This is an optimization exercise on Yosys and OpenROAD, whose aim is small area, a short achievable clock period and few clock cycles per item, not a production implementation.

==> 02-24 <==
Design hmm_viterbi_decoder, start of the top module:
module hmm_viterbi_decoder #(
  parameter int DATA_PREC       = 16,
  parameter int HIDDEN_STATES   = 4,
  parameter int OBSERVED_STATES = 4,
  parameter int OBSERVED_LEN    = 16,
  localparam int SW = (HIDDEN_STATES > 1) ? $clog2(HIDDEN_STATES) : 1,
  localparam int OW = (OBSERVED_STATES > 1) ? $clog2(OBSERVED_STATES) : 1
) (
  input  logic                 clk,
  input  logic                 rst,
  input  logic [HIDDEN_STATES*HIDDEN_STATES*DATA_PREC-1:0]   trans,
  input  logic [HIDDEN_STATES*OBSERVED_STATES*DATA_PREC-1:0] emm,
  input  logic [HIDDEN_STATES*DATA_PREC-1:0]                 stationary_distribution,
  input  logic                 in_valid,
  output logic                 in_ready,
  input  logic [OW-1:0]        in_obs,
  output logic                 out_valid,
  input  logic                 out_ready,
  output logic [SW-1:0]        out_state,
  output logic                 out_last,
  output logic [DATA_PREC-1:0] out_prob
);
  localparam int DP = DATA_PREC;
  typedef enum logic [1:0] {S_WAIT, S_RUN, S_OUT} state_t;
  state_t     state_q;
  logic [2:0] ph_q;
  logic [3:0] t_q;
  logic       full_q;        
  logic [1:0] obs_q;
  logic       in_ready_q, out_valid_q, out_last_q;
  wire run    = (state_q == S_RUN);
  wire last_f = (t_q == 4'd15);
  wire accept = in_valid & in_ready_q;
  wire out_hs = out_valid_q & out_ready;
  logic [DP-1:0] a_q, b_q, d_q;
  logic [3:0][DP-1:0] tr_q, p_q, m_q;
  logic [3:0][1:0]    bpc_q;
  logic [DP-1:0] prob_q;
  logic [1:0]    st_q;
  logic [14:1][3:0][1:0] bp_q;
  wire fold_en    = run & ~last_f & (ph_q >= 3'd2);
  wire fold_first = run & ~last_f & (ph_q == 3'd2);
  wire [1:0] src  = ph_q[1:0] - 2'd2;    
  logic [3:0][DP-1:0] fold_res;
  logic [3:0][1:0]    fold_bp;
  always_comb begin
    for (int k = 0; k < 4; k++) begin
      fold_res[k] = m_q[k];
      fold_bp[k]  = bpc_q[k];
      if (fold_first) begin
        fold_res[k] = p_q[k];
        fold_bp[k]  = 2'd0;
      end else if (fold_en && (p_q[k] > m_q[k])) begin
        fold_res[k] = p_q[k];
        fold_bp[k]  = src;
      end
    end
  end
  logic [1:0] jn;       
  always_comb begin
    case (ph_q)
      3'd0: jn = 2'd1;
      3'd1: jn = 2'd2;
      3'd2: jn = 2'd3;
      default: jn = 2'd0;
    endcase
    if (!run) jn = 2'd0;
  ...
==> module hmm_viterbi_decoder, before the edit <==
module hmm_viterbi_decoder #(
  parameter int DATA_PREC       = 16,
  parameter int HIDDEN_STATES   = 4,
  parameter int OBSERVED_STATES = 4,
  parameter int OBSERVED_LEN    = 16,
  localparam int SW = (HIDDEN_STATES > 1) ? $clog2(HIDDEN_STATES) : 1,
  localparam int OW = (OBSERVED_STATES > 1) ? $clog2(OBSERVED_STATES) : 1
) (
  input  logic                 clk,
  input  logic                 rst,
  input  logic [HIDDEN_STATES*HIDDEN_STATES*DATA_PREC-1:0]   trans,
  input  logic [HIDDEN_STATES*OBSERVED_STATES*DATA_PREC-1:0] emm,
  input  logic [HIDDEN_STATES*DATA_PREC-1:0]                 stationary_distribution,
  input  logic                 in_valid,
  output logic                 in_ready,
  input  logic [OW-1:0]        in_obs,
  output logic                 out_valid,
  input  logic                 out_ready,
  output logic [SW-1:0]        out_state,
  output logic                 out_last,
  output logic [DATA_PREC-1:0] out_prob
);
  localparam int DP = DATA_PREC;
  typedef enum logic [1:0] {S_WAIT, S_RUN, S_OUT} state_t;
  state_t     state_q;
  logic [2:0] ph_q;
  logic [3:0] t_q;
  logic       full_q;        
  logic [1:0] obs_q;
  logic       in_ready_q, out_valid_q, out_last_q;
  wire run    = (state_q == S_RUN);
  wire last_f = (t_q == 4'd15);
  wire accept = in_valid & in_ready_q;
  wire out_hs = out_valid_q & out_ready;
  logic [DP-1:0] a_q, b_q, d_q;
  logic [3:0][DP-1:0] tr_q, p_q, m_q;
  logic [3:0][1:0]    bpc_q;
  logic [DP-1:0] prob_q;
  logic [1:0]    st_q;
  logic [14:1][3:0][1:0] bp_q;
  wire fold_en    = run & ~last_f & (ph_q >= 3'd2);
  wire fold_first = run & ~last_f & (ph_q == 3'd2);
  wire [1:0] src  = ph_q[1:0] - 2'd2;    
  logic [3:0][DP-1:0] fold_res;
  logic [3:0][1:0]    fold_bp;
  always_comb begin
    for (int k = 0; k < 4; k++) begin
      fold_res[k] = m_q[k];
      fold_bp[k]  = bpc_q[k];
      if (fold_first) begin
        fold_res[k] = p_q[k];
        fold_bp[k]  = 2'd0;
      end else if (fold_en && (p_q[k] > m_q[k])) begin
        fold_res[k] = p_q[k];
        fold_bp[k]  = src;
      end
    end
  end
  logic [1:0] jn;       
  always_comb begin
    case (ph_q)
      3'd0: jn = 2'd1;
      3'd1: jn = 2'd2;
      3'd2: jn = 2'd3;
      default: jn = 2'd0;
    endcase
    if (!run) jn = 2'd0;
  end
  logic [DP-1:0] a_n;
  always_comb begin
    a_n = fold_res[0];
    if (run) begin
      case (ph_q)
        3'd0: a_n = m_q[1];
        3'd1: a_n = m_q[2];
        3'd2: a_n = m_q[3];
        default: a_n = fold_res[0];
      endcase
    end
  end
  logic [DP-1:0] em_y;
  logic [3:0][DP-1:0] tr_y;
  mul16hi u_em (.a(a_q), .b(b_q), .y(em_y));
  for (genvar k = 0; k < 4; k++) begin : g_tr
    mul16hi u_tr (.a(d_q), .b(tr_q[k]), .y(tr_y[k]));
  end
  always_ff @(posedge clk) begin
    a_q <= a_n;
    b_q <= emm[({jn, obs_q})*DP +: DP];
    d_q <= em_y;
    for (int k = 0; k < 4; k++) begin
      tr_q[k] <= trans[({ph_q[1:0], 2'(k)})*DP +: DP];
      p_q[k]  <= tr_y[k];
      m_q[k]  <= (state_q == S_WAIT && t_q == 4'd0) ? stationary_distribution[k*DP +: DP] : fold_res[k];
      bpc_q[k] <= fold_bp[k];
    end
    if (run && last_f && ph_q >= 3'd1 && ph_q <= 3'd4) begin
      if (ph_q == 3'd1 || d_q > prob_q) begin
        prob_q <= d_q;
        st_q   <= ph_q[1:0] - 2'd1;
      end
    end else if (out_hs) begin
      if (t_q == 4'd15) st_q <= bpc_q[st_q];
      else if (t_q != 4'd0) st_q <= bp_q[t_q][st_q];
    end
    if (run && ph_q == 3'd0 && t_q != 4'd0 && !last_f)
      bp_q[t_q] <= bpc_q;
  end
  assign out_state = st_q;
  assign out_prob  = prob_q;
  assign out_valid = out_valid_q;
  assign out_last  = out_last_q;
  assign in_ready  = in_ready_q;
  state_t     state_d;
  logic [2:0] ph_d;
  logic [3:0] t_d;
  logic       full_d;
  always_comb begin
    state_d = state_q;
    ph_d    = ph_q;
    t_d     = t_q;
    full_d  = full_q;
    if (run && ph_q == 3'd2) full_d = 1'b0;    
    if (accept) full_d = 1'b1;
    case (state_q)
      S_WAIT: begin
        if (full_q) begin
          state_d = S_RUN;
          ph_d    = 3'd0;
        end
      end
      S_RUN: begin
        ph_d = ph_q + 3'd1;
        if (last_f && ph_q == 3'd4) begin
          state_d = S_OUT;
        end else if (ph_q == 3'd5) begin
          t_d  = t_q + 4'd1;
          ph_d = 3'd0;
          if (!full_q) state_d = S_WAIT;
        end
      end
      S_OUT: begin
        if (out_hs) begin
          if (t_q == 4'd0) state_d = S_WAIT;
          else t_d = t_q - 4'd1;
        end
      end
      default: state_d = S_WAIT;
    endcase
  end
  always_ff @(posedge clk or posedge rst) begin
    if (rst) begin
      state_q     <= S_WAIT;
      ph_q        <= 3'd0;
      t_q         <= 4'd0;
      full_q      <= 1'b0;
      in_ready_q  <= 1'b1;
      out_valid_q <= 1'b0;
      out_last_q  <= 1'b0;
    end else begin
      state_q     <= state_d;
      ph_q        <= ph_d;
      t_q         <= t_d;
      full_q      <= full_d;
      in_ready_q  <= ~full_d & ~(state_d == S_OUT) & ~(state_d == S_RUN && t_d == 4'd15);
      out_valid_q <= (state_d == S_OUT);
      out_last_q  <= (state_d == S_OUT) && (t_d == 4'd0);
    end
  end
  always_ff @(posedge clk) begin
    if (accept) obs_q <= in_obs;
  end
endmodule
clock: 24.0 ns
lec_check: 0
abc_clock_period_in_ps: 5500
cap_margin: 20
core_margin: 2
core_utilization: 40
slew_margin: 20
synth_hierarchical: 1
standard.sh (not shown) runs the stock make flow with config.mk's settings and CLKGATE_MAP_FILE= SYNTH_SCRIPT=/design/flow/synth_recipe.tcl, a recipe that flattens the netlist after the stock synthesis.
==> flow/flow/run.sh <==
#!/bin/bash
# Layout flow: the standard ORFS flow (standard.sh), with
#  - port buffers of the smallest plain buffer instead of the default delay buffer,
#  - repair_timing asked for extra setup slack so that the layout is sized for speed
#    (the clock and constraints are the design's; only the repair target changes).
set -euo pipefail
source flow/params.sh
bash standard.sh \
  "BUFFER_PORTS_ARGS=-buffer_cell sky130_fd_sc_hd__buf_1" \
  "SETUP_SLACK_MARGIN=${MARGIN}" \
  finish > flow_make.log 2>&1
==> flow/flow/params.sh <==
MARGIN=17.5
==> inputs of 08-23, as changes to 02-24 <==
--- a/flow/design.v
+++ b/flow/design.v
@@ -23,2 +23,5 @@
   localparam int DP = DATA_PREC;
+  function automatic logic [DP-1:0] tr_at(input int i, input int k);
+    tr_at = trans[(i*4 + k)*DP +: DP];
+  endfunction
   typedef enum logic [1:0] {S_WAIT, S_RUN, S_OUT} state_t;
@@ -28,4 +31,7 @@
   logic       full_q;        
+  logic       cont_q;        
+  logic       abort_q;       
   logic [1:0] obs_q;
   logic       in_ready_q, out_valid_q, out_last_q;
+  logic       bpw_q;         
   wire run    = (state_q == S_RUN);
@@ -34,11 +40,34 @@
   wire out_hs = out_valid_q & out_ready;
-  logic [DP-1:0] a_q, b_q, d_q;
-  logic [3:0][DP-1:0] tr_q, p_q, m_q;
+  logic [DP-1:0] a_q, b_q, d_q, x1_q, x2_q;
+  logic [2:0][DP-1:0] tr_q, p_q;
+  logic [3:0][DP-1:0] m_q;
   logic [3:0][1:0]    bpc_q;
-  logic [DP-1:0] prob_q;
   logic [1:0]    st_q;
   logic [14:1][3:0][1:0] bp_q;
-  wire fold_en    = run & ~last_f & (ph_q >= 3'd2);
-  wire fold_first = run & ~last_f & (ph_q == 3'd2);
-  wire [1:0] src  = ph_q[1:0] - 2'd2;    
+  logic [DP-1:0] em_y;
+  logic [2:0][DP-1:0] tr_y;
+  mul16hi u_em (.a(a_q), .b(b_q), .y(em_y));
+  mul16hi u_m0 (.a(d_q), .b(tr_q[0]), .y(tr_y[0]));
+  mul16hi u_m1 (.a(x1_q), .b(tr_q[1]), .y(tr_y[1]));
+  mul16hi u_m2 (.a(x2_q), .b(tr_q[2]), .y(tr_y[2]));
+  wire amax = run & last_f & ~abort_q & (ph_q >= 3'd1) & (ph_q <= 3'd4);   
+  logic [3:0] fen_q, ffirst_q;
+  logic       s0d_q, s1p0_q, s2p1_q, s3p0_q;    
+  logic [3:0][1:0]    f_idx;
+  logic [3:0][DP-1:0] f_p;
+  always_comb begin
+    f_idx = '0;
+    case (ph_q)
+      3'd0: begin f_idx[1] = 2'd3; f_idx[2] = 2'd3; f_idx[3] = 2'd2; end
+      3'd1: begin f_idx[3] = 2'd3; end
+      3'd3: begin f_idx[0] = 2'd1; f_idx[1] = 2'd1; end
+      3'd4: begin f_idx[0] = 2'd2; f_idx[2] = 2'd1; f_idx[3] = 2'd1; end
+      3'd5: begin f_idx[0] = 2'd3; f_idx[1] = 2'd2; f_idx[2] = 2'd2; end
+      default: ;
+    endcase
+    f_p[0] = s0d_q  ? d_q    : p_q[0];
+    f_p[1] = s1p0_q ? p_q[0] : p_q[1];
+    f_p[2] = s2p1_q ? p_q[1] : p_q[2];
+    f_p[3] = s3p0_q ? p_q[0] : p_q[2];
+  end
   logic [3:0][DP-1:0] fold_res;
@@ -49,8 +78,5 @@
       fold_bp[k]  = bpc_q[k];
-      if (fold_first) begin
-        fold_res[k] = p_q[k];
-        fold_bp[k]  = 2'd0;
-      end else if (fold_en && (p_q[k] > m_q[k])) begin
-        fold_res[k] = p_q[k];
-        fold_bp[k]  = src;
+      if (ffirst_q[k] || (fen_q[k] && (f_p[k] > m_q[k]))) begin
+        fold_res[k] = f_p[k];
+        fold_bp[k]  = f_idx[k];
       end
@@ -70,33 +96,42 @@
   always_comb begin
-    a_n = fold_res[0];
-    if (run) begin
-      case (ph_q)
-        3'd0: a_n = m_q[1];
-        3'd1: a_n = m_q[2];
-        3'd2: a_n = m_q[3];
-        default: a_n = fold_res[0];
-      endcase
-    end
+    case (ph_q)
+      3'd0: a_n = fold_res[1];
+      3'd1: a_n = m_q[2];
+      3'd2: a_n = m_q[3];
+      default: a_n = fold_res[0];
+    endcase
+    if (!run) a_n = (t_q == 4'd0) ? stationary_distribution[0 +: DP] : fold_res[0];
   end
-  logic [DP-1:0] em_y;
-  logic [3:0][DP-1:0] tr_y;
-  mul16hi u_em (.a(a_q), .b(b_q), .y(em_y));
-  for (genvar k = 0; k < 4; k++) begin : g_tr
-    mul16hi u_tr (.a(d_q), .b(tr_q[k]), .y(tr_y[k]));
+  logic [2:0][DP-1:0] tr_n;
+  always_comb begin
+    case (ph_q)
+      3'd0: tr_n = {tr_at(0, 2), tr_at(0, 1), tr_at(0, 0)};    
+      3'd1: tr_n = {tr_at(0, 3), tr_at(1, 1), tr_at(1, 0)};    
+      3'd2: tr_n = {tr_at(1, 3), tr_at(1, 2), tr_at(2, 0)};    
+      3'd3: tr_n = {tr_at(2, 2), tr_at(2, 1), tr_at(3, 0)};    
+      3'd4: tr_n = {tr_at(2, 3), tr_at(3, 2), tr_at(3, 1)};    
+      default: tr_n = {tr_at(2, 3), tr_at(3, 2), tr_at(3, 3)};  
+    endcase
   end
+  wire amax_take = ffirst_q[0] | (f_p[0] > m_q[0]);
   always_ff @(posedge clk) begin
     a_q <= a_n;
-    b_q <= emm[({jn, obs_q})*DP +: DP];
-    d_q <= em_y;
+    b_q <= emm[({jn, (jn == 2'd0 && !full_q) ? in_obs : obs_q})*DP +: DP];
+    if (run && ph_q <= 3'd3) d_q <= em_y;
+    x1_q <= (ph_q <= 3'd1) ? em_y : d_q;
+    if (run) begin
+      case (ph_q)
+        3'd0: x2_q <= em_y;
+        3'd1, 3'd2, 3'd3: x2_q <= d_q;
+        default: ;
+      endcase
+    end
+    tr_q <= tr_n;
+    p_q  <= tr_y;
     for (int k = 0; k < 4; k++) begin
-      tr_q[k] <= trans[({ph_q[1:0], 2'(k)})*DP +: DP];
-      p_q[k]  <= tr_y[k];
-      m_q[k]  <= (state_q == S_WAIT && t_q == 4'd0) ? stationary_distribution[k*DP +: DP] : fold_res[k];
-      bpc_q[k] <= fold_bp[k];
+      m_q[k]   <= (state_q == S_WAIT && t_q == 4'd0) ? stationary_distribution[k*DP +: DP] : fold_res[k];
+      if (k != 0 || !amax) bpc_q[k] <= fold_bp[k];
     end
-    if (run && last_f && ph_q >= 3'd1 && ph_q <= 3'd4) begin
-      if (ph_q == 3'd1 || d_q > prob_q) begin
-        prob_q <= d_q;
-        st_q   <= ph_q[1:0] - 2'd1;
-      end
+    if (amax) begin
+      if (amax_take) st_q <= ph_q[1:0] - 2'd1;
     end else if (out_hs) begin
@@ -105,3 +140,3 @@
     end
-    if (run && ph_q == 3'd0 && t_q != 4'd0 && !last_f)
+    if (bpw_q)
       bp_q[t_q] <= bpc_q;
@@ -109,3 +144,3 @@
   assign out_state = st_q;
-  assign out_prob  = prob_q;
+  assign out_prob  = m_q[0];
   assign out_valid = out_valid_q;
@@ -116,3 +151,3 @@
   logic [3:0] t_d;
-  logic       full_d;
+  logic       full_d, cont_d, abort_d;
   always_comb begin
@@ -122,2 +157,4 @@
     full_d  = full_q;
+    cont_d  = cont_q;
+    abort_d = abort_q;
     if (run && ph_q == 3'd2) full_d = 1'b0;    
@@ -126,5 +163,7 @@
       S_WAIT: begin
-        if (full_q) begin
+        if (full_q || accept) begin
           state_d = S_RUN;
           ph_d    = 3'd0;
+          cont_d  = 1'b0;
+          abort_d = 1'b0;
         end
@@ -133,8 +172,11 @@
         ph_d = ph_q + 3'd1;
-        if (last_f && ph_q == 3'd4) begin
+        if (ph_q == 3'd1 && abort_q) begin
+          state_d = S_WAIT;
+        end else if (last_f && ph_q == 3'd4) begin
           state_d = S_OUT;
         end else if (ph_q == 3'd5) begin
-          t_d  = t_q + 4'd1;
-          ph_d = 3'd0;
-          if (!full_q) state_d = S_WAIT;
+          t_d     = t_q + 4'd1;
+          ph_d    = 3'd0;
+          cont_d  = 1'b1;
+          abort_d = ~(full_q | accept);
         end
@@ -150,4 +192,49 @@
   end
+  logic [3:0] fen_d, ffirst_d;
+  logic       s0d_d, s1p0_d, s2p1_d, s3p0_d;
+  always_comb begin
+    logic run_n, cur_n, prev_n, amax_n;
+    run_n  = (state_d == S_RUN);
+    cur_n  = run_n & (t_d != 4'd15);
+    prev_n = run_n & cont_d;
+    amax_n = run_n & (t_d == 4'd15) & ~abort_d & (ph_d >= 3'd1) & (ph_d <= 3'd4);
+    fen_d = '0; ffirst_d = '0;
+    s1p0_d = 1'b0; s2p1_d = 1'b0; s3p0_d = 1'b0;
+    case (ph_d)
+      3'd0: begin
+        fen_d[1] = prev_n; s1p0_d = 1'b1;
+        fen_d[2] = prev_n; s2p1_d = 1'b1;
+        fen_d[3] = prev_n;
+      end
+      3'd1: begin
+        fen_d[3] = prev_n; s3p0_d = 1'b1;
+      end
+      3'd2: begin
+        fen_d[2:0] = {3{cur_n}}; ffirst_d[2:0] = {3{cur_n}};
+      end
+      3'd3: begin
+        fen_d[0] = cur_n; fen_d[1] = cur_n;
+        fen_d[3] = cur_n; ffirst_d[3] = cur_n;
+      end
+      3'd4: begin
+        fen_d[0] = cur_n; fen_d[2] = cur_n; s2p1_d = 1'b1;
+        fen_d[3] = cur_n;
+      end
+      3'd5: begin
+        fen_d[0] = cur_n; fen_d[1] = cur_n; fen_d[2] = cur_n;
+      end
+      default: ;
+    endcase
+    s0d_d = amax_n;
+    if (amax_n) begin
+      fen_d[0]    = 1'b1;
+      ffirst_d[0] = (ph_d == 3'd1);
+    end
+  end
   always_ff @(posedge clk or posedge rst) begin
     if (rst) begin
+      fen_q       <= '0;
+      ffirst_q    <= '0;
+      {s0d_q, s1p0_q, s2p1_q, s3p0_q} <= '0;
+      bpw_q       <= 1'b0;
       state_q     <= S_WAIT;
@@ -156,2 +243,4 @@
       full_q      <= 1'b0;
+      cont_q      <= 1'b0;
+      abort_q     <= 1'b0;
       in_ready_q  <= 1'b1;
@@ -160,2 +249,6 @@
     end else begin
+      fen_q       <= fen_d;
+      ffirst_q    <= ffirst_d;
+      {s0d_q, s1p0_q, s2p1_q, s3p0_q} <= {s0d_d, s1p0_d, s2p1_d, s3p0_d};
+      bpw_q       <= (state_d == S_RUN) && (ph_d == 3'd2) && (t_d != 4'd0) && (t_d != 4'd15);
       state_q     <= state_d;
@@ -164,2 +257,4 @@
       full_q      <= full_d;
+      cont_q      <= cont_d;
+      abort_q     <= abort_d;
       in_ready_q  <= ~full_d & ~(state_d == S_OUT) & ~(state_d == S_RUN && t_d == 4'd15);
==> flow/flow/params.sh (replaced) <==
MARGIN=18.0
--- a/flow/config.mk
+++ b/flow/config.mk
@@ -11,2 +11,4 @@
 export CORE_UTILIZATION = 40
+export CTS_CLUSTER_DIAMETER = 60
+export CTS_CLUSTER_SIZE = 30
 export SLEW_MARGIN = 20
==> run notes <==
quantity	02-24	08-23
Result of the run	no timing/DRC/antenna violations	no timing/DRC/antenna violations
Data arrival time of the critical path	1.58 ns	1.35 ns
Max Fanout on Critical Path	31	2
Share of synthesized flip-flops with an asynchronous set or reset	3.308%	6.905%
Ratio of final minimum period to clock period	26.59%	25.64%
Chip Width	370.9 um	353.5 um
Final critical-path setup slack	17.62 ns	17.85 ns
Area after DPL	0.05746 mm^2	0.05239 mm^2
Instance count after placement with tap cells included	7114	6653
Clock buf count	67	45
Detailed-router iteration count before antenna repair	7	5
Distinct cells, synth	84	93
# clock sinks	393	391
Reg-to-Reg Start	d_q[10]	b_q[11]
Mapped Avg Cell Area	10.68 um^2	10.35 um^2
Stage delay of the slowest cell on the critical path	0.36 ns	0.56 ns
Logic inverters	103	105
Routed met2 length	85840 um	75800 um
GR met2 Demand/Resource	43.81%	40.74%
First-pass GRT wire length	275500 um	258800 um
Wire length on met1	71470 um	73170 um
Share of the synthesized area in the top cell type	39.03%	34.42%
Number of cells traversed by the worst register-to-register path	15	17
Per-cell via count in the routed design	5.807	5.888
Count of nets after finishing	7273	6756
Simple-gate area share of the yosys netlist	13.86%	13.08%
No functional check of the RTL was part of any run of this note.

==> static timing again, ports no longer ideal <==
No port has a modelled driver above. Below, the same layouts with a new extraction and two added sets of constraints. Step 1, drivers: a clkbuf_16 drives clk and a buf_2 each remaining input, both assumed. Step 2 times the ports against the registers' clock, not the clock port: input delays grow and output delays shrink by t, the midpoint of the rising clock arrivals with the driver on. a / b / c = ideal / step 1 / step 2; a / b = the first two.
run | t, ns | setup WS [ns] | worst setup path after step 2 | clock arrival spread, ns | worst slew at a driven data input, ns
02-24 | 0.748 | 17.619 / 17.543 / 17.277 | input to register | 0.048 / 0.049 | 0.17
08-23 | 0.715 | 17.846 / 17.776 / 17.396 | input to register | 0.076 / 0.075 | 0.23
After both steps setup and hold are still met in every run listed. For 08-23, which loses most, drivers alone change the setup slack by -0.070 ns; drivers and shift together by -0.450 ns.
